This design comes from an exercise in tuning for small area, a short achievable clock period and few clock cycles per item on the open sky130 flow, not from production work.
The RTL was checked by simulation tests, not by an equivalence proof against the original design.
No activity file was given, so power comes from the tool's default toggle rates.

<file path="design.v">
    localparam logic [159:0] H_INIT = {
        32'hc3d2e1f0, 32'h10325476, 32'h98badcfe, 32'hefcdab89, 32'h67452301
    };
    localparam logic [31:0] K_0 = 32'h5a827999;
    localparam logic [31:0] K_1 = 32'h6ed9eba1;
    localparam logic [31:0] K_2 = 32'h8f1bbcdc;
    localparam logic [31:0] K_3 = 32'hca62c1d6;
    function automatic logic [1:0] round_grp(input logic [6:0] r);
        if (r < 7'd20)      round_grp = 2'd0;
        else if (r < 7'd40) round_grp = 2'd1;
        else if (r < 7'd60) round_grp = 2'd2;
        else                round_grp = 2'd3;
    endfunction
`default_nettype none
module sha1bs_datapath (
    input  logic        aclk,
    input  logic        aresetn,
    input  logic        blk_full,
    input  logic [31:0] blk_top,
    input  logic        blk_first,
    input  logic        blk_last,
    output logic        drain,
    output logic        drain_end,
    output logic        m_tvalid,
    input  logic        m_tready,
    output logic [39:0] m_tdata,
    output logic        m_tlast
);
    localparam logic [159:0] H_INIT = {
        32'hc3d2e1f0, 32'h10325476, 32'h98badcfe, 32'hefcdab89, 32'h67452301
    };
    localparam logic [31:0] K_0 = 32'h5a827999;
    localparam logic [31:0] K_1 = 32'h6ed9eba1;
    localparam logic [31:0] K_2 = 32'h8f1bbcdc;
    localparam logic [31:0] K_3 = 32'hca62c1d6;
    function automatic logic [1:0] round_grp(input logic [6:0] r);
        if (r < 7'd20)      round_grp = 2'd0;
        else if (r < 7'd40) round_grp = 2'd1;
        else if (r < 7'd60) round_grp = 2'd2;
        else                round_grp = 2'd3;
    endfunction
    logic [511:0] w_q;                  
    logic [31:0]  a_q, b_q, c_q, d_q, p_q;    
    logic [31:0]  tl_q;                 
    logic [31:0]  a2_q;                 
    logic [4:0][31:0] h_q;
    logic [6:0]   r_q;                  
    logic         is64_q, is75_q, is76_q, is77_q, is78_q, is79_q, hi_q;   
    logic         real_q;               
    logic         drn_q;                
    logic         first_q, last_q;      
    logic [1:0]   gn_q, kg_q;           
    logic [31:0]  fx_q, fy_q;           
    logic [31:0]  q_q;                  
    logic         pk_q;                 
    logic         pk0_q;                
    logic         upk_q;                
    logic         h0w_q;                
    logic         obp_q, obp2_q;        
    logic         ob_q;                 
    logic [2:0]   oi_q, oi_next;
    logic [31:0]  od_q;                 
    logic         ol_q;                 
    logic         ok, start, adv, hwr;
    logic [6:0]   r_next, r_succ2;
    logic [31:0]  c_n, d_n, fx_n, fy_n;
    logic [31:0]  w_x, w_new, w_in, f, t, cs_s, cs_c, rol5a;
    logic [31:0]  h_op, h_op_n, h_op_q, h_x, h_sum, h_d;
    logic [31:0]  k_n, a2, pa1, qs, qc;
    assign ok    = !ob_q && !obp_q && !obp2_q && !pk_q;
    assign drain = (is64_q && blk_full && ok) || (r_q[6] && !is64_q && drn_q);
    assign start = is79_q && drain;
    assign drain_end = start;
    assign adv   = real_q || drain || pk_q;
    always_comb begin
        r_next = r_q;
        if (adv) begin
            if (is79_q) r_next = (drain && !pk_q) ? 7'd0 : 7'd64;
            else        r_next = r_q + 7'd1;
        end
        r_succ2 = (r_next >= 7'd78) ? r_next - 7'd78 : r_next + 7'd2;
    end
    assign w_x   = w_q[95:64] ^ w_q[255:224] ^ w_q[447:416] ^ w_q[511:480];
    assign w_new = {w_x[30:0], w_x[31]};
    always_comb begin
        case (gn_q)
            2'd0:    begin fx_n = c_n;            fy_n = d_n;         end
            2'd2:    begin fx_n = c_n | d_n;      fy_n = c_n & d_n;   end
            default: begin fx_n = ~(c_n ^ d_n);   fy_n = c_n ^ d_n;   end
        endcase
    end
    assign f = (b_q & fx_q) | (~b_q & fy_q);
    always_comb begin
        if (start && blk_first) begin
            c_n = H_INIT[2*32 +: 32];
            d_n = H_INIT[3*32 +: 32];
        end else if (start) begin
            c_n = h_q[2];
            d_n = h_q[3];
        end else begin
            c_n = {b_q[1:0], b_q[31:2]};
            d_n = c_q;
        end
    end
    assign rol5a = {a_q[26:0], a_q[31:27]};
    assign t     = rol5a + f + p_q;
    always_comb begin
        h_op_n = 32'h0;
        if (real_q || pk_q) begin
            case (r_next)
                7'd76:   h_op_n = first_q ? H_INIT[4*32 +: 32] : h_q[4];
                7'd77:   h_op_n = first_q ? H_INIT[3*32 +: 32] : h_q[3];
                7'd78:   h_op_n = first_q ? H_INIT[2*32 +: 32] : h_q[2];
                7'd79:   h_op_n = first_q ? H_INIT[1*32 +: 32] : h_q[1];
                default: h_op_n = 32'h0;
            endcase
        end
    end
    assign h_op  = h_op_q;
    assign h_x   = upk_q ? w_q[511:480] : is79_q ? a_q : {a_q[1:0], a_q[31:2]};
    assign h_sum = h_op + h_x;
    assign hwr   = (real_q && !pk_q && hi_q) || upk_q;
    assign h_d   = h_sum;
    always_comb begin
        if (!r_q[6])              w_in = w_new;
        else if (pk_q && real_q)  w_in = h_x;
        else if (pk0_q)           w_in = a_q;
        else if (pk_q)            w_in = w_q[511:480];
        else                      w_in = blk_top;
    end
    always_comb begin
        case (kg_q)
            2'd0:    k_n = K_0;
            2'd1:    k_n = K_1;
            2'd2:    k_n = K_2;
            default: k_n = K_3;
        endcase
        a2 = 32'h0;
        if (is76_q) a2 = first_q ? H_INIT[31:0] : h_q[0];
        if (is77_q) a2 = blk_first ? H_INIT[4*32 +: 32] : h_q[4];
        pa1 = is79_q ? 32'h0 : d_q;
    end
    assign qs = w_q[447:416] ^ a2_q ^ k_n;
    assign qc = (w_q[447:416] & a2_q) | (k_n & (w_q[447:416] | a2_q));
    always_ff @(posedge aclk) begin
        w_q <= {w_q[479:0], w_in};
        q_q <= qs + {qc[30:0], 1'b0};
        p_q <= pa1 + q_q;
        a2_q <= a2;
        h_op_q <= h_op_n;
        tl_q <= t;
        if (start && blk_first)  a_q <= H_INIT[0*32 +: 32];
        else if (start && !real_q) a_q <= h_q[0];
        else                     a_q <= t;
        if (start && blk_first)  b_q <= H_INIT[1*32 +: 32];
        else if (start)          b_q <= real_q ? h_sum : h_q[1];
        else                     b_q <= a_q;
        c_q  <= c_n;
        d_q  <= d_n;
        fx_q <= fx_n;
        fy_q <= fy_n;
        if (hwr) begin
            case ({r_q[6] && !hi_q, r_q[1:0]})
                3'b000:  h_q[4] <= h_d;
                3'b001:  h_q[3] <= h_d;
                3'b010:  h_q[2] <= h_d;
                3'b011:  h_q[1] <= h_d;
                default: ;
            endcase
            if (upk_q && is64_q) h_q[0] <= w_q[511:480];
        end
        if (h0w_q) h_q[0] <= tl_q;
    end
    always_ff @(posedge aclk) begin
        if (!aresetn) begin
            r_q     <= 7'd64;
            is64_q  <= 1'b1;
            is75_q  <= 1'b0;
            is76_q  <= 1'b0;
            is77_q  <= 1'b0;
            is78_q  <= 1'b0;
            is79_q  <= 1'b0;
            hi_q    <= 1'b0;
            real_q  <= 1'b0;
            drn_q   <= 1'b0;
            first_q <= 1'b0;
            last_q  <= 1'b0;
            gn_q    <= 2'd3;
            kg_q    <= 2'd3;
            pk_q    <= 1'b0;
            pk0_q   <= 1'b0;
            upk_q   <= 1'b0;
            h0w_q   <= 1'b0;
            obp_q   <= 1'b0;
            obp2_q  <= 1'b0;
            ob_q    <= 1'b0;
            oi_q    <= 3'd0;
            ol_q    <= 1'b0;
        end else begin
            r_q    <= r_next;
            is64_q <= (r_next == 7'd64);
            is75_q <= (r_next == 7'd75);
            is76_q <= (r_next == 7'd76);
            is77_q <= (r_next == 7'd77);
            is78_q <= (r_next == 7'd78);
            is79_q <= (r_next == 7'd79);
            hi_q   <= (r_next >= 7'd76);
            gn_q   <= (r_next == 7'd79) ? 2'd0 : round_grp(r_next + 7'd1);
            kg_q   <= round_grp(r_succ2);
            if (adv && is79_q) real_q <= drain && !pk_q;
            drn_q  <= drain && !is79_q;
            if (start) begin
                first_q <= blk_first;
                last_q  <= blk_last;
            end
            if (real_q && is75_q && (ob_q || obp_q || obp2_q)) pk_q <= 1'b1;
            h0w_q <= real_q && is79_q && !pk_q;
            pk0_q <= real_q && is79_q && pk_q;
            if (pk_q && !real_q && is75_q && !ob_q) upk_q <= 1'b1;
            if (upk_q && is64_q) begin
                upk_q <= 1'b0;
                pk_q  <= 1'b0;
            end
            obp_q  <= (real_q && is79_q && last_q && !pk_q) || (upk_q && is64_q && last_q);
            obp2_q <= obp_q;
            if (obp2_q) begin
                ob_q <= 1'b1;
            end else if (ob_q && m_tready && oi_q == 3'd4) begin
                ob_q <= 1'b0;
            end
            oi_q <= oi_next;
            ol_q <= (oi_next == 3'd4);
        end
    end
    always_comb begin
        if (obp2_q)                oi_next = 3'd0;
        else if (ob_q && m_tready) oi_next = (oi_q == 3'd4) ? 3'd0 : oi_q + 3'd1;
        else                       oi_next = oi_q;
    end
    always_ff @(posedge aclk) begin
        od_q <= h_q[oi_next];
    end
    assign m_tvalid = ob_q;
    assign m_tlast  = ol_q;
    assign m_tdata  = {5'b00000, oi_q, od_q};
endmodule
`default_nettype wire
`default_nettype none
module sha1bs_ctrl (
    input  logic        aclk,
    input  logic        aresetn,
    input  logic        s_tvalid,
    output logic        s_tready,
    input  logic [7:0]  s_tdata,
    input  logic        s_tuser,
    input  logic        drain,       
    input  logic        drain_end,   
    output logic        blk_full,    
    output logic [31:0] blk_top,     
    output logic        blk_first,   
    output logic        blk_last     
);
    localparam logic [159:0] H_INIT = {
        32'hc3d2e1f0, 32'h10325476, 32'h98badcfe, 32'hefcdab89, 32'h67452301
    };
    localparam logic [31:0] K_0 = 32'h5a827999;
    localparam logic [31:0] K_1 = 32'h6ed9eba1;
    localparam logic [31:0] K_2 = 32'h8f1bbcdc;
    localparam logic [31:0] K_3 = 32'hca62c1d6;
    function automatic logic [1:0] round_grp(input logic [6:0] r);
        if (r < 7'd20)      round_grp = 2'd0;
        else if (r < 7'd40) round_grp = 2'd1;
        else if (r < 7'd60) round_grp = 2'd2;
        else                round_grp = 2'd3;
    endfunction
    logic [3:0][127:0] lane_q;
    logic [6:0]  cnt_q;      
    logic        pad_q;      
    logic        zf_q;       
    logic        first_q;
    logic        last_q;
    logic [60:0] bcnt_q;     
    logic        inc_q;      
    logic        fire;
    logic        full;
    logic        byte_op;    
    logic        word_op;    
    logic [7:0]  byte_in;
    logic [31:0] word_in;
    logic [63:0] len_bits;
    assign full     = cnt_q[6];
    assign s_tready = !pad_q && !full;
    assign fire     = s_tvalid && s_tready;
    assign len_bits = {bcnt_q, 3'b000};
    always_comb begin
        byte_op = 1'b0;
        word_op = 1'b0;
        byte_in = 8'h00;
        word_in = 32'h0;
        if (drain) begin
            word_op = 1'b1;
        end else if (fire) begin
            byte_op = 1'b1;
            byte_in = s_tuser ? 8'h80 : s_tdata;
        end else if (pad_q && !full) begin
            if (cnt_q[1:0] != 2'd0) begin
                byte_op = 1'b1;
            end else begin
                word_op = 1'b1;
                if (!zf_q && cnt_q[5:3] == 3'b111) begin
                    word_in = cnt_q[2] ? len_bits[31:0] : len_bits[63:32];
                end
            end
        end
    end
    always_ff @(posedge aclk) begin
        for (int j = 0; j < 4; j++) begin
            if (word_op) begin
                lane_q[j] <= {lane_q[j][119:0], word_in[31-8*j -: 8]};
            end else if (byte_op && cnt_q[1:0] == 2'(j)) begin
                lane_q[j] <= {lane_q[j][119:0], byte_in};
            end
        end
    end
    always_ff @(posedge aclk) begin
        if (!aresetn) begin
            cnt_q   <= '0;
            pad_q   <= 1'b0;
            zf_q    <= 1'b0;
            first_q <= 1'b1;
            last_q  <= 1'b0;
            bcnt_q  <= '0;
            inc_q   <= 1'b0;
        end else begin
            inc_q <= fire && !s_tuser;
            if (inc_q) bcnt_q <= bcnt_q + 61'd1;
            if (drain_end) begin
                cnt_q   <= '0;
                first_q <= last_q;
                last_q  <= 1'b0;
            end else if (byte_op) begin
                cnt_q <= cnt_q + 7'd1;
                if (cnt_q == 7'd63) zf_q <= 1'b0;
            end else if (word_op && !drain) begin
                cnt_q <= cnt_q + 7'd4;
                if (cnt_q == 7'd60) begin
                    zf_q <= 1'b0;
                    if (!zf_q) begin
                        pad_q  <= 1'b0;
                        last_q <= 1'b1;
                        bcnt_q <= '0;
                    end
                end
            end
            if (fire && s_tuser) begin
                pad_q <= 1'b1;
                zf_q  <= (cnt_q[5:3] == 3'b111) && (cnt_q[2:0] != 3'b111);
            end
        end
    end
    assign blk_full  = full;
    assign blk_top   = {lane_q[0][127:120], lane_q[1][127:120], lane_q[2][127:120], lane_q[3][127:120]};
    assign blk_first = first_q;
    assign blk_last  = last_q;
endmodule
`default_nettype wire
`default_nettype none
module sha1_byte_stream_hasher (
    input  logic        aclk,
    input  logic        aresetn,
    input  logic        s_tvalid,
    output logic        s_tready,
    input  logic [7:0]  s_tdata,    
    input  logic        s_tuser,    
    output logic        m_tvalid,
    input  logic        m_tready,
    output logic [39:0] m_tdata,    
    output logic        m_tlast     
);
    logic        drain, drain_end;
    logic        blk_full, blk_first, blk_last;
    logic [31:0] blk_top;
    sha1bs_ctrl u_ctrl (
        .aclk      (aclk),
        .aresetn   (aresetn),
        .s_tvalid  (s_tvalid),
        .s_tready  (s_tready),
        .s_tdata   (s_tdata),
        .s_tuser   (s_tuser),
        .drain     (drain),
        .drain_end (drain_end),
        .blk_full  (blk_full),
        .blk_top   (blk_top),
        .blk_first (blk_first),
        .blk_last  (blk_last)
    );
    sha1bs_datapath u_datapath (
        .aclk      (aclk),
        .aresetn   (aresetn),
        .blk_full  (blk_full),
        .blk_top   (blk_top),
        .blk_first (blk_first),
        .blk_last  (blk_last),
        .drain     (drain),
        .drain_end (drain_end),
        .m_tvalid  (m_tvalid),
        .m_tready  (m_tready),
        .m_tdata   (m_tdata),
        .m_tlast   (m_tlast)
    );
endmodule
`default_nettype wire
</file>
<file path="run.sh">
#!/bin/bash
# synth_recipe.tcl (not shown) runs the flow's synth.tcl, then flattens the netlist and writes it again
# the make line also repeats each setting of config.mk as NAME=value (left out here)
make -C /OpenROAD-flow-scripts/flow DESIGN_CONFIG=/design/flow/config.mk WORK_HOME=/design/flow/orfs CLKGATE_MAP_FILE= SYNTH_SCRIPT=/design/flow/synth_recipe.tcl finish
</file>
<file path="config.mk">
export PLATFORM = sky130hd
export DESIGN_NAME = sha1_byte_stream_hasher
export DESIGN_NICKNAME = sha1_byte_stream_hasher
export VERILOG_FILES = /design/flow/design.v
export SDC_FILE = /design/flow/constraint.sdc
export NUM_CORES = 4
export LEC_CHECK = 0
export ABC_AREA = 1
export CAP_MARGIN = 20
export CORE_MARGIN = 2
export CORE_UTILIZATION = 40
export CTS_CLUSTER_DIAMETER = 100
export CTS_CLUSTER_SIZE = 24
export PLACE_DENSITY = 0.6
export SETUP_SLACK_MARGIN = 3.9
export SLEW_MARGIN = 20
</file>
<file path="constraint.sdc">
create_clock -name core_clock -period 7.0 [get_ports {aclk}]
set_input_delay 1.4000 -clock core_clock [delete_from_list [all_inputs] [get_ports {aclk}]]
set_output_delay 1.4000 -clock core_clock [all_outputs]
set_load 0.01 [all_outputs]
</file>
==> results_tabular.tex, run 1 <==
\begin{tabular}{lr}
\hline
Metric & Value \\
\hline
\multicolumn{2}{l}{\textbf{Route}} \\
\quad Total Routed Length & 195000 µm \\
\quad Wire length per cell & 24.1 µm \\
\quad Antenna viol nets, final & 0 \\
\quad Via count & 43400 \\
\quad Number of design-rule violations left by the first detailed-router iteration & 4508 \\
\quad Router iterations before antenna repair & 8 \\
\quad DRC viols & 0 \\
\quad Number of vias per cell & 5.36 \\
\multicolumn{2}{l}{\textbf{Yosys}} \\
\quad \#FFs+latches synth & 1673 \\
\quad Count of cell types in the netlist & 62 \\
\quad Cells after synthesis & 5817 \\
\quad Multiplexer area fraction after synthesis & 0.584\% \\
\quad Number of enable-type register cells in the synthesized netlist & 672 \\
\quad Post-synthesis compound-gate area fraction & 9.80\% \\
\quad Leading area contributor after synthesis & edfxtp\_1 \\
\quad Portion of synthesized cell area occupied by the leading cell type & 32.0\% \\
\quad Main area contributors after synthesis & edfxtp\_1, dfxtp\_1, nand2\_1 \\
\quad Syn Std Cell Area & 0.0630 mm² \\
\quad Xor/xnor share of the synthesized area & 3.42\% \\
\quad Yosys synthesis warning count & 2 \\
\quad Part of the Yosys area used for sequential elements & 63.8\% \\
\quad Dominant combinational cell family by area after synthesis & simple AND/OR/NAND/NOR gates \\
\quad Most frequently used cell type in the post-synthesis netlist & dfxtp\_1 \\
\quad Most common flop cell mapped by yosys & dfxtp\_1 \\
\quad Synthesized-area fraction occupied by adder cells & 6.16\% \\
\quad Average footprint of a synthesized cell & 10.8 µm² \\
\quad Post-synthesis simple-gate area fraction & 11.6\% \\
\quad Synth cell count leaders & dfxtp\_1, nand2\_1, edfxtp\_1 \\
\quad Async set-or-reset flop fraction in the synthesized netlist & 0\% \\
\multicolumn{2}{l}{\textbf{Timing}} \\
\quad Number of slew-limit violations in the final report & 0 \\
\quad RSZ-0062 raised after global routing & yes \\
\quad Worst setup margin & 3.81 ns \\
\quad Hold Fails Final Rpt & 0 \\
\quad Part of the cycle the worst path needs & 45.6\% \\
\quad Worst relative slew slack & 22.7\% \\
\quad Final total negative setup slack & 0 ns \\
\quad Clock Skew & 0.0382 ns \\
\quad Max Clock Freq & 0.313 GHz \\
\quad Final number of setup-violating endpoints & 0 \\
\quad Worst-Margin Slew & 1.15 ns \\
\quad Shortest clock period the worst path allows after layout & 3.19 ns \\
\multicolumn{2}{l}{\textbf{Critical path}} \\
\quad Critical-path top delay cell & fa\_1 \\
\quad Number of buffers and inverters on the critical path & 2 \\
\quad Worst setup path category & reg2reg \\
\quad Worst Path Max Fanout & 5 \\
\quad CP max stage delay & 0.56 ns \\
\quad Crit path DAT & 3.82 ns \\
\quad Crit path max-delay family & adder cells \\
\quad CP Capture Type & flop \\
\quad Crit start category & flop \\
\quad Most common cell type on the critical path & a21oi\_2 \\
\quad Required time at the worst-slack endpoint & 7.62 ns \\
\quad Critical-path cell list & mux2\_2 -> fa\_1 -> ha\_4 -> a21oi\_2 -> o21ai\_0 -> a21oi\_2 -> buf\_4 -> nand3\_2 -> nand2\_1 -> nand2\_2 -> xor2\_4 -> o21bai\_1 -> inv\_1 \\
\multicolumn{2}{l}{\textbf{Clock tree}} \\
\quad CTS buffer count & 82 \\
\quad Clock tree root buffer cell & clkbuf\_16 \\
\quad Maximum clock insertion buffer count & 3 \\
\quad CTS H-tree depth & 3 \\
\quad CTS Hold Buffers Added & 0 \\
\quad Source-to-sink clock delay at the later pin of the worst-skew pair & 0.75 ns \\
\quad CTS Sinks & 1673 \\
\quad Clock tree from TritonCTS & done \\
\quad Clock transition at the registers of the reported paths & 0.10 ns \\
\multicolumn{2}{l}{\textbf{Die}} \\
\quad Cell row count & 145 \\
\quad Floorplan die area & 0.161 mm² \\
\quad Die outline height & 401 µm \\
\quad Die width & 401 µm \\
\quad Initial standard-cell utilization of the core & 40.3\% \\
\quad Number of primary I/O pins & 56 \\
\quad Core region area & 0.156 mm² \\
\multicolumn{2}{l}{\textbf{Job}} \\
\quad Count of max-cap constraint violations & 0 \\
\multicolumn{2}{l}{\textbf{Layout}} \\
\quad Final Net Count & 6261 \\
\quad Fraction of final layout cells with drive strength greater than 1 & 14.1\% \\
\quad Syn-to-layout area delta & 15.8\% \\
\multicolumn{2}{l}{\textbf{Run status}} \\
\quad Result of the run & timing/DRC/antenna clean \\
\multicolumn{2}{l}{\textbf{Global route}} \\
\quad Via count of the first global-routing pass & 41000 \\
\quad Overall overflow remaining after global route & 0 \\
\quad Total routing usage reported by global routing & 23.3\% \\
\quad Maximum number of pins on one net before global-route repair & 69 \\
\quad First-pass GRT wire length & 277000 µm \\
\quad Initial antenna violation count & 2 \\
\multicolumn{2}{l}{\textbf{Power and ir drop}} \\
\quad Pwr per Cell Area & 462 mW/mm² \\
\quad Leak pwr & 28.4 nW \\
\quad Maximum resistive drop on vdd & 0.000464 V \\
\multicolumn{2}{l}{\textbf{Placed design}} \\
\quad Weighted congestion at the end of routability-driven global placement & 1.01 \\
\quad Post-detailed-placement half-perimeter wirelength & 137000 µm \\
\quad Number of port buffers & 50 \\
\quad Worst slack after detailed placement & 2.10 ns \\
\multicolumn{2}{l}{\textbf{Min path}} \\
\quad Type of the worst min-delay path & reg2reg \\
\hline
\end{tabular}
[placed cells by master (no fill, tap or decap), types with 44 or more instances in the layout]
cell type	netlist	routed
nand2_2	6	53
edfxtp_1	672	672
xnor2_1	108	102
fa_1	62	56
a21oi_2	0	51
ha_1	211	139
o22ai_1	94	91
clkbuf_1	153	53
o21ai_0	408	342
nor3_1	59	44
inv_1	548	525
xor2_1	138	122
a21oi_1	253	177
dfxtp_1	1001	954
o21ai_1	71	97
nand3_1	221	206
clkbuf_16	0	88
buf_4	8	149
ha_4	0	53
nor2_1	452	409
nand2_1	920	844
[metrics by stage]
step | utilization [%] | hold WS [ns] | total power [mW] | std cells | area (µm²)
3_5_place_dp | 42.2 | 0.312 | 24.2 | 7795 | 65900
4_1_cts | 45.1 | 0.323 | 31.4 | 8019 | 70600
2_1_floorplan | - | 0.310 | 20.1 | 5821 | 63100
6_report | 46.7 | 0.311 | 33.7 | 8102 | 73000
3_3_place_gp | 42.1 | 0.310 | 24.2 | 7794 | 65900
5_1_grt | 46.7 | 0.325 | 35.4 | 8099 | 73000
[layout make-up]
cell class                 instances  area (µm²)
tap                             2058        2570
inverter                         564        2170
antenna                            3        7.51
timing repair buffer             250        2530
fill                           14400       83400
timing repair inverter             1        20.0
multi-input combinational       3403       22900
clock buffer                     138        2310
sequential                      1673       40300
clock inverter                    12         200
[what timing repair did]
action	4_1_cts	5_1_grt
gates cloned	10	9
gates resized for setup	400	371
setup endpoints to repair	947	614
pin swaps	57	136
buffers inserted	64	71
[registers in the layout, summed over array words and instances, names as in the netlist, 7 cells and up]
name               cells
u_ctrl.cnt_q           7
u_datapath.q_q        32
u_datapath.tl_q       32
u_datapath.fy_q       32
u_datapath.fx_q       32
u_ctrl.bcnt_q         61
u_datapath.p_q        32
u_datapath.d_q        32
u_ctrl.lane_q        512
u_datapath.w_q       512
u_datapath.b_q        32
u_datapath.a_q        32
u_datapath.od_q       32
u_datapath.h_q       160
u_datapath.r_q         7
u_datapath.h_op_q     32
u_datapath.c_q        32
u_datapath.a2_q       32
[cell families (layout without fill, tap and decap cells)]
logic type,Yosys count,after routing
muxes,33,33
adders and majority gates,273,273
other,1,8
and+or+nand+nor,1765,1773
xor gates and xnor gates,246,246
DFF,1673,1673
AOI/OAI and AO/OA,1072,1073
buffers and inverters,754,965
[routing by layer]
metal / track usage, % / share of wire, %
met1: 32.6 / 43
met3: 4.01 / 8.4
met2: 35.8 / 44
met4: 9.92 / 4.6
met5: 0 / 0
[where the power goes]
part           switching, mW  total [mW]  internal, mW  leakage, nW
registers              0.981        13.0          12.1         14.6
clock network           3.15        5.49          2.34         1.19
logic                   9.25        15.2          5.92         12.6
total                   13.4        33.7          20.3         28.4
[path summary, 6_finish.rpt]
| kind | from | endpoint | slack, ns | cells past startpoint |
|---|---|---|---|---|
| worst max-delay path | u_datapath.b_q[22] | u_datapath.a_q[27] | 3.81 | 13 |
| worst min-delay path | u_datapath.w_q[413] | u_datapath.w_q[445] | 0.31 | 0 |
| worst max register to register | u_datapath.b_q[22] | u_datapath.a_q[27] | 3.81 | 13 |
| worst min register to register | u_datapath.w_q[413] | u_datapath.w_q[445] | 0.31 | 0 |
Testbench counts, summed over its fixed seeds: cycles 77,205, bytes 53,936.
==> inputs of run 2 (changes only) <==
--- a/design.v
+++ b/design.v
@@ -63,3 +63,3 @@
     logic         ol_q;                 
-    logic         ok, start, adv, hwr;
+    logic         ok, ok_q, ok_n, start, adv, hwr;    
     logic [6:0]   r_next, r_succ2;
@@ -69,3 +69,3 @@
     logic [31:0]  k_n, a2, pa1, qs, qc;
-    assign ok    = !ob_q && !obp_q && !obp2_q && !pk_q;
+    assign ok    = ok_q;
     assign drain = (is64_q && blk_full && ok) || (r_q[6] && !is64_q && drn_q);
@@ -194,2 +194,3 @@
             obp_q   <= 1'b0;
+            ok_q    <= 1'b1;
             obp2_q  <= 1'b0;
@@ -225,2 +226,3 @@
             obp2_q <= obp_q;
+            ok_q   <= ok_n;
             if (obp2_q) begin
@@ -234,2 +236,5 @@
     end
+    assign ok_n = !(((pk_q || (real_q && is75_q && (ob_q || obp_q || obp2_q))) && !(upk_q && is64_q))
+                   || (real_q && is79_q && last_q && !pk_q) || (upk_q && is64_q && last_q)
+                   || obp_q || obp2_q || (ob_q && !(m_tready && oi_q == 3'd4)));
     always_comb begin
==> results_tabular.tex, run 2 <==
\begin{tabular}{lr}
\hline
Metric & Value \\
\hline
\multicolumn{2}{l}{\textbf{Yosys}} \\
\quad Syn Std Cell Area & 0.0641 mm² (+1.7\%) \\
\quad Synth cell count leaders & nand2\_1, dfxtp\_1, inv\_1 \\
\quad Number of enable-type register cells in the synthesized netlist & 672 (unchanged) \\
\quad Yosys synthesis warning count & 2 (unchanged) \\
\quad Portion of synthesized cell area occupied by the leading cell type & 31.5\% (-0.55 points) \\
\quad Async set-or-reset flop fraction in the synthesized netlist & 0\% (unchanged) \\
\quad \#FFs+latches synth & 1674 (+0.060\%) \\
\quad Leading area contributor after synthesis & edfxtp\_1 \\
\quad Main area contributors after synthesis & edfxtp\_1, dfxtp\_1, nand2\_1 \\
\quad Cells after synthesis & 6069 (+4.3\%) \\
\quad Most frequently used cell type in the post-synthesis netlist & nand2\_1 \\
\quad Count of cell types in the netlist & 67 (+8.1\%) \\
\quad Part of the Yosys area used for sequential elements & 62.8\% (-1.1 points) \\
\quad Average footprint of a synthesized cell & 10.6 µm² (-2.5\%) \\
\quad Most common flop cell mapped by yosys & dfxtp\_1 \\
\multicolumn{2}{l}{\textbf{Global route}} \\
\quad First-pass GRT wire length & 300000 µm (+8.3\%) \\
\quad Total routing usage reported by global routing & 25.5\% (+2.1 points) \\
\quad Via count of the first global-routing pass & 42200 (+3.1\%) \\
\quad Overall overflow remaining after global route & 0 (unchanged) \\
\quad Initial antenna violation count & 10 (+8) \\
\quad Maximum number of pins on one net before global-route repair & 129 (+87\%) \\
\multicolumn{2}{l}{\textbf{Clock tree}} \\
\quad CTS Sinks & 1674 (+0.060\%) \\
\quad CTS Hold Buffers Added & 0 (unchanged) \\
\quad CTS buffer count & 83 (+1.2\%) \\
\quad Source-to-sink clock delay at the later pin of the worst-skew pair & 0.75 ns (about the same) \\
\quad Maximum clock insertion buffer count & 3 (unchanged) \\
\quad Clock tree from TritonCTS & done \\
\quad CTS H-tree depth & 3 (unchanged) \\
\quad Clock transition at the registers of the reported paths & 0.11 ns (about the same) \\
\quad Clock tree root buffer cell & clkbuf\_16 \\
\multicolumn{2}{l}{\textbf{Layout}} \\
\quad Fillcell total & 14700 (+2.4\%) \\
\quad Top Registers & u\_ctrl.lane\_q (512), u\_datapath.w\_q (512), u\_datapath.h\_q (160) \\
\quad Sequential cell area & 0.0403 mm² (+0.11\%) \\
\quad Finished Layout Cells & 8331 (+2.8\%) \\
\quad Commonest non-fill, non-tap cells in the layout & nand2\_1, dfxtp\_1, edfxtp\_1 \\
\quad Fraction of final layout cells with drive strength greater than 1 & 12.7\% (-1.4 points) \\
\quad Most common cell after layout, fill and taps aside & nand2\_1 \\
\quad Syn-to-layout area delta & 13.9\% \\
\quad Final Net Count & 6480 (+3.5\%) \\
\quad Multi-input logic area & 0.0227 mm² (-0.76\%) \\
\multicolumn{2}{l}{\textbf{Critical path}} \\
\quad Worst R2R Setup Slack & 3.89 ns (+0.09 ns) \\
\quad Required time at the worst-slack endpoint & 7.53 ns (-0.09 ns) \\
\quad Crit path max-delay family & compound AO/OA/AOI/OAI gates \\
\quad CP Capture Type & flop \\
\quad Crit path DAT & 3.63 ns (-0.19 ns) \\
\quad Worst setup path category & reg2reg \\
\quad CP max stage delay & 0.42 ns (-0.14 ns) \\
\quad Critical-path top delay cell & dfxtp\_4 \\
\quad Critical-path cell list & clkinvlp\_4 -> buf\_12 -> o21ai\_0 -> a21oi\_1 -> a21oi\_2 -> ha\_4 -> a21oi\_4 -> o21ai\_0 -> a21oi\_1 -> nand3\_2 -> xor2\_4 -> buf\_4 \\
\quad Crit start category & flop \\
\quad Number of buffers and inverters on the critical path & 3 (+1) \\
\quad Worst Path Max Fanout & 34 (+29) \\
\multicolumn{2}{l}{\textbf{Power and ir drop}} \\
\quad Net switching power of the design & 13.5 mW (+0.55\%) \\
\quad Internal Pwr Total & 19.6 mW (-3.6\%) \\
\quad Leak pwr & 29.1 nW (+2.5\%) \\
\quad Sequential group share of total power & 39.9\% (+1.2 points) \\
\quad Logic gate share of total power & 43.4\% (-1.6 points) \\
\quad Maximum resistive drop on vdd & 0.000409 V (-12\%) \\
\quad Pwr per Cell Area & 453 mW/mm² (-2.0\%) \\
\quad Switching Fraction & 40.7\% (+1.0 points) \\
\quad Clk network pwr share & 16.7\% (+0.4 points) \\
\multicolumn{2}{l}{\textbf{Route}} \\
\quad Antenna viol nets, final & 0 (unchanged) \\
\quad Router iterations before antenna repair & 6 (-2) \\
\quad Total Routed Length & 213000 µm (+9.1\%) \\
\quad Number of vias per cell & 5.33 (-0.49\%) \\
\quad Number of design-rule violations left by the first detailed-router iteration & 4922 (+9.2\%) \\
\quad Via count & 44400 (+2.3\%) \\
\quad DRC viols & 0 (unchanged) \\
\quad Wire length per cell & 25.6 µm (+6.1\%) \\
\multicolumn{2}{l}{\textbf{Timing}} \\
\quad Part of the cycle the worst path needs & 44.4\% (-1.2 points) \\
\quad Clock Skew & 0.0590 ns (+0.0208 ns) \\
\quad Max Clock Freq & 0.322 GHz (+2.8\%) \\
\quad Worst setup margin & 3.89 ns (+0.0862 ns) \\
\quad Final number of setup-violating endpoints & 0 (unchanged) \\
\quad Shortest clock period the worst path allows after layout & 3.11 ns (-0.0862 ns) \\
\quad RSZ-0062 raised after global routing & yes \\
\quad Number of slew-limit violations in the final report & 0 (unchanged) \\
\quad Worst-Margin Slew & 1.22 ns (+0.0708 ns) \\
\quad Final total negative setup slack & 0 ns (unchanged) \\
\quad Worst relative slew slack & 17.9\% (-4.8 points) \\
\quad Hold Fails Final Rpt & 0 (unchanged) \\
\multicolumn{2}{l}{\textbf{Run status}} \\
\quad Result of the run & timing/DRC/antenna clean \\
\multicolumn{2}{l}{\textbf{Job}} \\
\quad Count of max-cap constraint violations & 0 (unchanged) \\
\multicolumn{2}{l}{\textbf{Placed design}} \\
\quad Weighted congestion at the end of routability-driven global placement & 0.988 (-2.4\%) \\
\quad Number of port buffers & 50 (unchanged) \\
\quad Post-detailed-placement half-perimeter wirelength & 154000 µm (+12\%) \\
\quad Count of placed standard cells including taps & 8054 (+3.3\%) \\
\quad Worst slack after detailed placement & 2.50 ns (+0.400 ns) \\
\multicolumn{2}{l}{\textbf{Die}} \\
\quad Core region area & 0.159 mm² (+1.5\%) \\
\quad Number of primary I/O pins & 56 (unchanged) \\
\quad Die outline height & 404 µm (+0.86\%) \\
\quad Cell row count & 146 (+0.69\%) \\
\quad Initial standard-cell utilization of the core & 40.4\% (+0.095 points) \\
\quad Floorplan die area & 0.163 mm² (+1.7\%) \\
\quad Die width & 404 µm (+0.86\%) \\
\multicolumn{2}{l}{\textbf{Min path}} \\
\quad Type of the worst min-delay path & reg2reg \\
\hline
\end{tabular}
run 2: power groups by stage:
stage,Combinational (mW),Clock (mW),Sequential (mW)
after floorplan,7.51,0,12.7
after global placement,11.5,0,13.3
after detailed placement,11.5,0,13.3
after CTS,12.7,5.67,13.1
after global routing,15.5,5.99,13.3
final,14.4,5.52,13.2
run 2: kinds of logic after synthesis:
family	count (synthesis)	share of synthesized area (%)
multiplexers	17	0.285
buffers and inverters	884	5.35
AND/OR/NAND/NOR	1900	12.7
XOR/XNOR	241	3.29
adder cells (fa/ha/maj)	273	6.05
other	1	0.00585
flip-flops	1674	62.8
AO/OA/AOI/OAI	1079	9.58
run 2: worst paths after layout:
check | startpoint | end | cells past startpoint
max | u_datapath.is79_q | u_datapath.h_q[88] | 12
min | u_datapath.w_q[321] | u_datapath.w_q[353] | 0
max reg2reg | u_datapath.is79_q | u_datapath.h_q[88] | 12
min reg2reg | u_datapath.w_q[321] | u_datapath.w_q[353] | 0
run 2: cell type report:
cell class / count / area share [%]
Antenna cell: 6 / 0.0206
Clock buffer: 128 / 3.07
Clock inverter: 16 / 0.432
Inverter: 690 / 3.61
Multi-Input combinational cell: 3523 / 31.1
Sequential cell: 1674 / 55.2
Tap cell: 2072 / 3.55
Timing Repair Buffer: 222 / 3.02
run 2: layer usage:
layer	vias to the layer above	wire, µm	track usage, %
met5	-	27	0
met1	21700	87500	33.7
met2	1791	95300	40.1
met3	427	15900	4.21
li1	20500	-	-
met4	4	14300	13.7
run 2: what timing repair did:
item                       in CTS  in global routing
buffers inserted               51                 62
pin swaps                      43                 69
cloned                          9                  4
resized for setup             375                273
setup endpoints to repair     586                518
run 2: metrics by stage:
stage                     cell area (µm²)  hold slack, ns  util, %  power [mW]
after detailed placement            66900           0.312     42.2        24.8
after floorplan                     64200           0.310        -        20.2
after CTS                           71400           0.316     44.9        31.5
after global routing                73000           0.315     46.0        34.8
after global placement              66900           0.310     42.2        24.8
final                               73000           0.312     46.0        33.1
Testbench counts of run 2, summed over its fixed seeds: cycles 77,205, bytes 53,936.
==> inputs of run 3 (changes only) <==
--- a/config.mk
+++ b/config.mk
@@ -14,3 +14,3 @@
 export PLACE_DENSITY = 0.6
-export SETUP_SLACK_MARGIN = 3.9
+export SETUP_SLACK_MARGIN = 4.05
 export SLEW_MARGIN = 20
==> results_tabular.tex, run 3 <==
\begin{tabular}{lr}
\hline
Metric & Value \\
\hline
\multicolumn{2}{l}{\textbf{Critical path}} \\
\quad CP Capture Type & flop \\
\quad Required time at the worst-slack endpoint & 7.54 ns (about the same) \\
\quad Critical-path cell list & nand2\_1 -> o22ai\_1 \\
\quad Critical-path top delay cell & dfxtp\_1 \\
\quad Crit path DAT & 3.64 ns (about the same) \\
\quad Worst setup path category & reg2reg \\
\quad Worst Path Max Fanout & 18 (-47\%) \\
\quad Crit start category & flop \\
\quad CP max stage delay & 1.00 ns (+0.58 ns) \\
\quad Worst R2R Setup Slack & 3.90 ns (about the same) \\
\multicolumn{2}{l}{\textbf{Clock tree}} \\
\quad Clock tree from TritonCTS & done \\
\quad Maximum clock insertion buffer count & 3 (unchanged) \\
\quad Source-to-sink clock delay at the later pin of the worst-skew pair & 0.75 ns (about the same) \\
\quad Clock tree root buffer cell & clkbuf\_16 \\
\quad CTS Sinks & 1674 (unchanged) \\
\quad CTS buffer count & 82 (-1.2\%) \\
\quad CTS H-tree depth & 3 (unchanged) \\
\quad Clock transition at the registers of the reported paths & 0.10 ns (about the same) \\
\multicolumn{2}{l}{\textbf{Layout}} \\
\quad Multi-input logic area & 0.0237 mm² (+4.5\%) \\
\quad Syn-to-layout area delta & 16.7\% \\
\quad Most common cell after layout, fill and taps aside & dfxtp\_1 \\
\quad Final Net Count & 6543 (+0.97\%) \\
\quad Sequential cell area & 0.0403 mm² (unchanged) \\
\quad Fillcell total & 14500 (-1.5\%) \\
\quad Fraction of final layout cells with drive strength greater than 1 & 15.6\% (+2.9 points) \\
\quad Commonest non-fill, non-tap cells in the layout & dfxtp\_1, nand2\_1, edfxtp\_1 \\
\quad Top Registers & u\_ctrl.lane\_q (512), u\_datapath.w\_q (512), u\_datapath.h\_q (160) \\
\quad Finished Layout Cells & 8391 (+0.72\%) \\
\quad Area of all placed cells without fillers & 0.0748 mm² (+2.4\%) \\
\multicolumn{2}{l}{\textbf{Route}} \\
\quad Antenna viol nets, final & 0 (unchanged) \\
\quad Number of vias per cell & 5.30 (-0.48\%) \\
\quad Highest metal layer with signal wires & met5 \\
\quad Met2 WL & 92400 µm (-3.0\%) \\
\quad Met1 routed wirelength after detailed routing & 85100 µm (-2.7\%) \\
\quad Via count & 44500 (+0.23\%) \\
\quad DRC viols & 0 (unchanged) \\
\quad Number of design-rule violations left by the first detailed-router iteration & 4381 (-11\%) \\
\quad Wire length per cell & 24.8 µm (-3.2\%) \\
\quad Met3 routed WL & 16200 µm (+1.8\%) \\
\quad Router iterations before antenna repair & 6 (unchanged) \\
\quad Total Routed Length & 208000 µm (-2.5\%) \\
\multicolumn{2}{l}{\textbf{Power and ir drop}} \\
\quad Leak pwr & 29.8 nW (+2.2\%) \\
\quad Maximum resistive drop on vdd & 0.000448 V (+9.6\%) \\
\quad Pwr per Cell Area & 459 mW/mm² (+1.5\%) \\
\multicolumn{2}{l}{\textbf{Yosys}} \\
\quad Part of the Yosys area used for sequential elements & 62.8\% (unchanged) \\
\quad Async set-or-reset flop fraction in the synthesized netlist & 0\% (unchanged) \\
\quad Number of enable-type register cells in the synthesized netlist & 672 (unchanged) \\
\quad Average footprint of a synthesized cell & 10.6 µm² (unchanged) \\
\quad Synth cell count leaders & nand2\_1, dfxtp\_1, inv\_1 \\
\quad Yosys synthesis warning count & 2 (unchanged) \\
\quad Most common flop cell mapped by yosys & dfxtp\_1 \\
\quad Main area contributors after synthesis & edfxtp\_1, dfxtp\_1, nand2\_1 \\
\quad \#FFs+latches synth & 1674 (unchanged) \\
\quad Syn Std Cell Area & 0.0641 mm² (unchanged) \\
\quad Cells after synthesis & 6069 (unchanged) \\
\quad Leading area contributor after synthesis & edfxtp\_1 \\
\quad Most frequently used cell type in the post-synthesis netlist & nand2\_1 \\
\quad Count of cell types in the netlist & 67 (unchanged) \\
\quad Portion of synthesized cell area occupied by the leading cell type & 31.5\% (unchanged) \\
\multicolumn{2}{l}{\textbf{Min path}} \\
\quad Type of the worst min-delay path & reg2reg \\
\multicolumn{2}{l}{\textbf{Placed design}} \\
\quad Placed inst area & 0.0669 mm² (about the same) \\
\quad Count of placed standard cells including taps & 8054 (unchanged) \\
\quad Worst slack after detailed placement & 2.51 ns (+0.0104 ns) \\
\quad Number of port buffers & 50 (unchanged) \\
\quad Post-detailed-placement half-perimeter wirelength & 148000 µm (-3.5\%) \\
\quad Weighted congestion at the end of routability-driven global placement & 1.02 (+3.2\%) \\
\multicolumn{2}{l}{\textbf{Timing}} \\
\quad Final number of setup-violating endpoints & 0 (unchanged) \\
\quad Shortest clock period the worst path allows after layout & 3.10 ns (-0.00869 ns) \\
\quad Final total negative setup slack & 0 ns (unchanged) \\
\quad Worst-Margin Slew & 1.19 ns (-0.0251 ns) \\
\quad Worst hold slack & 0.311 ns (-0.00116 ns) \\
\quad Worst setup margin & 3.90 ns (+0.00869 ns) \\
\quad Worst relative slew slack & 19.6\% (+1.7 points) \\
\quad Hold Fails Final Rpt & 0 (unchanged) \\
\quad Max Clock Freq & 0.323 GHz (+0.28\%) \\
\quad Number of slew-limit violations in the final report & 0 (unchanged) \\
\quad Part of the cycle the worst path needs & 44.2\% (-0.12 points) \\
\quad RSZ-0062 raised after global routing & yes \\
\quad Clock Skew & 0.0509 ns (-0.00818 ns) \\
\multicolumn{2}{l}{\textbf{Global route}} \\
\quad Overall overflow remaining after global route & 0 (unchanged) \\
\quad Initial antenna violation count & 11 (+1) \\
\quad Maximum number of pins on one net before global-route repair & 129 (unchanged) \\
\quad Via count of the first global-routing pass & 41800 (-0.95\%) \\
\quad Total routing usage reported by global routing & 24.5\% (-0.93 points) \\
\quad First-pass GRT wire length & 291000 µm (-3.1\%) \\
\multicolumn{2}{l}{\textbf{Die}} \\
\quad Floorplan die area & 0.163 mm² (unchanged) \\
\quad Core region area & 0.159 mm² (unchanged) \\
\quad Die outline height & 404 µm (unchanged) \\
\quad Number of primary I/O pins & 56 (unchanged) \\
\quad Die width & 404 µm (unchanged) \\
\quad Initial standard-cell utilization of the core & 40.4\% (unchanged) \\
\quad Cell row count & 146 (unchanged) \\
\multicolumn{2}{l}{\textbf{Job}} \\
\quad Count of max-cap constraint violations & 0 (unchanged) \\
\multicolumn{2}{l}{\textbf{Run status}} \\
\quad Result of the run & timing/DRC/antenna clean \\
\hline
\end{tabular}
-- run 3: cell count changes in the layout (fill, tap and decap cells not counted), moves of 12 or more --
cell	previous run	this run
ha_4	30	63
buf_6	8	22
o21ai_2	25	41
clkdlybuf4s50_1	26	12
a21oi_2	51	69
ha_1	148	130
buf_4	133	168
o21ai_0	391	363
nand2_2	60	72
a21oi_1	239	215
nand2_1	957	934
ha_2	33	18
dlygate4sd2_1	22	37
-- run 3: final cells by class --
class | instances | area share (%)
multi-input cells | 3522 | 31.7
diodes | 3 | 0.0100
flip-flops and latches | 1674 | 53.9
repair buffers | 287 | 3.92
clock buffers | 130 | 3.07
clock inverters | 13 | 0.335
well taps | 2072 | 3.47
inverters | 690 | 3.54
-- run 3: worst max-delay path, delay by kind of cell (launching register included) --
| family | cells | cell delay [ns] |
|---|---|---|
| flip-flops | 1 | 1.00 |
| AO/OA/AOI/OAI | 1 | 0.99 |
| AND/OR/NAND/NOR | 1 | 0.90 |
-- run 3: layer usage --
metal | vias to the layer above | track usage, %
met4 | 4 | 12.6
met3 | 468 | 4.51
li1 | 20600 | -
met2 | 1823 | 38.7
met1 | 21600 | 32.3
met5 | - | 0
-- run 3: path summary, 6_finish.rpt --
path | cells after the start | startpoint | end
worst min-delay path | 0 | u_datapath.w_q[137] | u_datapath.w_q[169]
worst max-delay path | 2 | u_datapath.is77_q | u_datapath.a2_q[29]
worst min register to register | 0 | u_datapath.w_q[137] | u_datapath.w_q[169]
worst max register to register | 2 | u_datapath.is77_q | u_datapath.a2_q[29]
-- run 3: repair_timing --
item	CTS	global route
pin swaps	48	128
hold buffers	0	0
gates resized for setup	504	411
cloned	6	11
buffers inserted	63	110
setup endpoints to repair	618	534
-- run 3: cells by family after synthesis --
| logic type | Yosys count | share of synthesized area, % |
|---|---|---|
| fa+ha+maj | 273 | 6.05 |
| flops | 1674 | 62.8 |
| mux | 17 | 0.285 |
| simple gates | 1900 | 12.7 |
| other cells | 1 | 0.00585 |
| buf+inv | 884 | 5.35 |
| compound gates | 1079 | 9.58 |
| xor+xnor | 241 | 3.29 |
-- run 3: per-stage QoR --
stage	util, %	power [mW]
after floorplan	-	20.2
after global placement	42.1	24.7
after detailed placement	42.2	24.7
after CTS	45.3	32.2
after global routing	47.1	36.1
final	47.1	34.3
-- run 3: report_power, final --
group	switching [mW]	leakage [nW]	internal (mW)
logic	9.55	13.9	6.13
registers	1.06	14.6	12.1
clock network	3.17	1.20	2.34
total	13.8	29.8	20.6
==> inputs of run 4 (changes only) <==
--- a/config.mk
+++ b/config.mk
@@ -11,6 +11,6 @@
 export CORE_UTILIZATION = 40
-export CTS_CLUSTER_DIAMETER = 100
-export CTS_CLUSTER_SIZE = 24
-export PLACE_DENSITY = 0.6
-export SETUP_SLACK_MARGIN = 4.05
+export CTS_CLUSTER_DIAMETER = 90
+export CTS_CLUSTER_SIZE = 20
+export PLACE_DENSITY = 0.65
+export SETUP_SLACK_MARGIN = 3.9
 export SLEW_MARGIN = 20
==> results_tabular.tex, run 4 <==
\begin{tabular}{lr}
\hline
Metric & Value \\
\hline
\multicolumn{2}{l}{\textbf{Critical path}} \\
\quad Required time at the worst-slack endpoint & 7.50 ns (-0.04 ns) \\
\quad CP Capture Type & flop \\
\quad Crit start category & flop \\
\quad Worst-case reg-to-reg path depth & 14 (+12) \\
\quad Worst Path Max Fanout & 15 (-3) \\
\quad Critical-path top delay cell & dfxtp\_4 \\
\quad Crit path DAT & 3.72 ns (+0.08 ns) \\
\quad Worst R2R Setup Slack & 3.78 ns (-0.12 ns) \\
\quad CP max stage delay & 0.41 ns (-0.59 ns) \\
\quad Worst setup path category & reg2reg \\
\quad Critical-path cell list & clkinvlp\_4 -> buf\_6 -> o21ai\_0 -> a21oi\_1 -> a21oi\_2 -> ha\_4 -> nand2\_1 -> inv\_1 -> a21oi\_2 -> o21ai\_0 -> a21oi\_1 -> o21ai\_2 -> xor2\_2 -> buf\_4 \\
\quad Source of the worst register-to-register timing path & u\_datapath.is79\_q \\
\quad Endpoint of the worst-slack reg-to-reg timing path & u\_datapath.h\_q[155] \\
\multicolumn{2}{l}{\textbf{Timing}} \\
\quad Number of slew-limit violations in the final report & 0 (unchanged) \\
\quad Worst relative slew slack & 18.2\% (-1.4 points) \\
\quad Shortest clock period the worst path allows after layout & 3.22 ns (+0.121 ns) \\
\quad Final total negative setup slack & 0 ns (unchanged) \\
\quad Max Clock Freq & 0.311 GHz (-3.8\%) \\
\quad Final number of setup-violating endpoints & 0 (unchanged) \\
\quad Worst-Margin Slew & 1.21 ns (+0.0179 ns) \\
\quad RSZ-0062 raised after global routing & yes \\
\quad Worst setup margin & 3.78 ns (-0.121 ns) \\
\quad Part of the cycle the worst path needs & 46.0\% (+1.7 points) \\
\quad Hold Fails Final Rpt & 0 (unchanged) \\
\quad Clock Skew & 0.0584 ns (+0.00755 ns) \\
\multicolumn{2}{l}{\textbf{Power and ir drop}} \\
\quad Maximum resistive drop on vdd & 0.000477 V (+6.5\%) \\
\quad Pwr per Cell Area & 466 mW/mm² (+1.5\%) \\
\quad Logic gate share of total power & 44.4\% (-1.3 points) \\
\quad Sequential group share of total power & 38.4\% (about the same) \\
\quad Internal Pwr Total & 20.3 mW (-1.4\%) \\
\quad Net switching power of the design & 14.1 mW (+2.3\%) \\
\quad Leak pwr & 29.4 nW (-1.1\%) \\
\quad Switching Fraction & 41.0\% (+0.89 points) \\
\quad Sum of internal, switching and leakage power & 34.4 mW (about the same) \\
\quad Clk network pwr share & 17.2\% (+1.1 points) \\
\multicolumn{2}{l}{\textbf{Global route}} \\
\quad Total routing usage reported by global routing & 25.9\% (+1.4 points) \\
\quad Overall overflow remaining after global route & 0 (unchanged) \\
\quad Initial antenna violation count & 16 (+5) \\
\quad Maximum number of pins on one net before global-route repair & 129 (unchanged) \\
\quad Via count of the first global-routing pass & 42800 (+2.3\%) \\
\quad First-pass GRT wire length & 305000 µm (+4.8\%) \\
\multicolumn{2}{l}{\textbf{Layout}} \\
\quad Area of all placed cells without fillers & 0.0737 mm² (-1.4\%) \\
\quad Fraction of final layout cells with drive strength greater than 1 & 13.5\% (-2.1 points) \\
\quad Top Registers & u\_ctrl.lane\_q (512), u\_datapath.w\_q (512), u\_datapath.h\_q (160) \\
\quad Sequential cell area & 0.0403 mm² (about the same) \\
\quad Multi-input logic area & 0.0230 mm² (-3.0\%) \\
\quad Final Net Count & 6512 (-0.47\%) \\
\quad Commonest non-fill, non-tap cells in the layout & dfxtp\_1, nand2\_1, edfxtp\_1 \\
\quad Syn-to-layout area delta & 15.0\% \\
\quad Fillcell total & 14600 (+0.37\%) \\
\quad Most common cell after layout, fill and taps aside & dfxtp\_1 \\
\quad Finished Layout Cells & 8379 (-0.14\%) \\
\multicolumn{2}{l}{\textbf{Clock tree}} \\
\quad CTS H-tree depth & 3 (unchanged) \\
\quad Source-to-sink clock delay at the later pin of the worst-skew pair & 0.78 ns (+0.03 ns) \\
\quad Maximum clock insertion buffer count & 3 (unchanged) \\
\quad CTS Hold Buffers Added & 0 (unchanged) \\
\quad CTS buffer count & 96 (+17\%) \\
\quad CTS Sinks & 1674 (unchanged) \\
\quad Clock transition at the registers of the reported paths & 0.09 ns (about the same) \\
\quad Clock tree root buffer cell & clkbuf\_16 \\
\quad Clock tree from TritonCTS & done \\
\multicolumn{2}{l}{\textbf{Placed design}} \\
\quad Weighted congestion at the end of routability-driven global placement & 1.06 (+4.0\%) \\
\quad Post-detailed-placement half-perimeter wirelength & 154000 µm (+4.0\%) \\
\quad Worst slack after detailed placement & 2.35 ns (-0.158 ns) \\
\quad Number of port buffers & 50 (unchanged) \\
\quad Count of placed standard cells including taps & 8061 (+0.087\%) \\
\quad Placed inst area & 0.0670 mm² (about the same) \\
\multicolumn{2}{l}{\textbf{Route}} \\
\quad Total Routed Length & 218000 µm (+4.7\%) \\
\quad Wire length per cell & 26.0 µm (+4.8\%) \\
\quad DRC viols & 0 (unchanged) \\
\quad Router iterations before antenna repair & 6 (unchanged) \\
\quad Number of vias per cell & 5.41 (+2.1\%) \\
\quad Antenna viol nets, final & 0 (unchanged) \\
\quad Number of design-rule violations left by the first detailed-router iteration & 5598 (+28\%) \\
\quad Via count & 45400 (+1.9\%) \\
\multicolumn{2}{l}{\textbf{Yosys}} \\
\quad Part of the Yosys area used for sequential elements & 62.8\% (unchanged) \\
\quad Average footprint of a synthesized cell & 10.6 µm² (unchanged) \\
\quad Syn Std Cell Area & 0.0641 mm² (unchanged) \\
\quad Main area contributors after synthesis & edfxtp\_1, dfxtp\_1, nand2\_1 \\
\quad Count of cell types in the netlist & 67 (unchanged) \\
\quad Yosys synthesis warning count & 2 (unchanged) \\
\quad Async set-or-reset flop fraction in the synthesized netlist & 0\% (unchanged) \\
\quad Portion of synthesized cell area occupied by the leading cell type & 31.5\% (unchanged) \\
\quad Synth cell count leaders & nand2\_1, dfxtp\_1, inv\_1 \\
\quad Most frequently used cell type in the post-synthesis netlist & nand2\_1 \\
\quad Leading area contributor after synthesis & edfxtp\_1 \\
\quad Most common flop cell mapped by yosys & dfxtp\_1 \\
\quad Number of enable-type register cells in the synthesized netlist & 672 (unchanged) \\
\quad Cells after synthesis & 6069 (unchanged) \\
\quad \#FFs+latches synth & 1674 (unchanged) \\
\multicolumn{2}{l}{\textbf{Min path}} \\
\quad Worst Hold Path Cells & 0 (unchanged) \\
\quad Source of the worst hold timing path & u\_datapath.w\_q[285] \\
\quad Type of the worst min-delay path & reg2reg \\
\quad Min-Delay Endpoint & u\_datapath.w\_q[317] \\
\multicolumn{2}{l}{\textbf{Die}} \\
\quad Number of primary I/O pins & 56 (unchanged) \\
\quad Die outline height & 404 µm (unchanged) \\
\quad Floorplan die area & 0.163 mm² (unchanged) \\
\quad Initial standard-cell utilization of the core & 40.4\% (unchanged) \\
\quad Core region area & 0.159 mm² (unchanged) \\
\quad Cell row count & 146 (unchanged) \\
\quad Die width & 404 µm (unchanged) \\
\multicolumn{2}{l}{\textbf{Job}} \\
\quad Count of max-cap constraint violations & 0 (unchanged) \\
\multicolumn{2}{l}{\textbf{Run status}} \\
\quad Result of the run & timing/DRC/antenna clean \\
\hline
\end{tabular}
[run 4: per-layer routing]
layer	GRT usage, %	vias to the layer above	share of wire (%)
li1	-	20600	-
met1	34.6	22100	41
met2	39.2	2200	43
met3	4.56	508	8.5
met4	16.2	4	7.4
met5	0	-	0.013
[run 4: timing repair]
item | 4_1_cts | 5_1_grt
cloned | 10 | 4
buffers inserted | 50 | 75
pin swaps | 36 | 98
gates resized for setup | 361 | 353
endpoints found under the setup margin | 731 | 606
[run 4: power groups by stage]
stage	clock, mW	combinational [mW]	sequential (mW)
2_1_floorplan	0	7.51	12.7
3_3_place_gp	0	11.6	13.3
3_5_place_dp	0	11.7	13.3
4_1_cts	6.06	13.1	13.1
5_1_grt	6.41	16.2	13.3
6_report	5.93	15.2	13.2
[run 4: final cells by class]
cell class | instances | area share [%]
multi-input cells | 3523 | 31.2
well taps | 2072 | 3.52
diodes | 10 | 0.0339
clock inverters | 16 | 0.321
repair inverters | 1 | 0.0102
clock buffers | 153 | 3.59
flip-flops and latches | 1674 | 54.7
repair buffers | 240 | 3.04
inverters | 690 | 3.59
[run 4: how the worst max path moves through the flow]
stage                     cells past startpoint  slack, ns         startpoint                  end
final                                        14       3.78  u_datapath.is79_q  u_datapath.h_q[155]
after global routing                         16       3.73  u_datapath.is79_q   u_datapath.b_q[27]
after CTS                                    12       3.77  u_datapath.is64_q   u_datapath.a_q[27]
after detailed placement                      8       2.35           m_tready   u_datapath.od_q[2]
after global placement                       10       2.45           m_tready   u_datapath.od_q[4]
after floorplan                               2       2.99           s_tvalid     u_ctrl.lane_q[0]
[run 4: worst max-delay path, delay by kind of cell (launching register included)]
family / cells / cell delay (ns)
compound gates: 7 / 1.27
buf+inv: 4 / 0.70
flops: 1 / 0.41
fa+ha+maj: 1 / 0.28
xor+xnor: 1 / 0.17
simple gates: 1 / 0.14
[run 4: kinds of logic after synthesis]
family                     after synthesis  share of synthesized area, %
other                                    1                       0.00585
xor gates and xnor gates               241                          3.29
AOI/OAI and AO/OA                     1079                          9.58
buffers and inverters                  884                          5.35
and+or+nand+nor                       1900                          12.7
muxes                                   17                         0.285
adders and majority gates              273                          6.05
DFF                                   1674                          62.8
[run 4: per-stage QoR]
step                      hold WS [ns]  util, %
final                            0.317     46.5
after detailed placement         0.312     42.2
after floorplan                  0.310        -
after global routing             0.327     46.4
after global placement           0.310     42.2
after CTS                        0.320     45.1

[separate check: timing with driven ports]
How much do the figures lean on ideal ports? The routed layouts below were timed once more, with nothing changed but the port constraints.
Step 1, drivers: a clkbuf_16 drives aclk and a buf_2 each remaining input, both assumed.
Step 2 adds t to the input delays and takes it off the output delays; t is the mean of the earliest and latest rising clock arrival at the registers after step 1. Input paths then give back, and output paths get back, about the clock's delay inside the block.
Three values: ideal ports, drivers, drivers and shift; two values: the first two.
| run | shift t [ns] | slack for setup (ns) | worst setup path after step 2 | worst data-port slew with drivers (ns) | pins driven straight from the clock port |
|---|---|---|---|---|---|
| run 1 | 0.808 | 3.808 / 3.808 / 3.215 | input to register | 0.03 | 1 |
| run 2 | 0.799 | 3.895 / 3.861 / 3.254 | input to register | 0.03 | 1 |
| run 3 | 0.805 | 3.903 / 3.903 / 3.233 | input to register | 0.03 | 1 |
| run 4 | 0.829 | 3.782 / 3.782 / 3.120 | input to register | 0.04 | 1 |
After both steps every run listed still meets setup and hold. For run 3, which loses most, drivers alone change the setup slack by 0.000 ns; drivers and shift together by -0.670 ns.
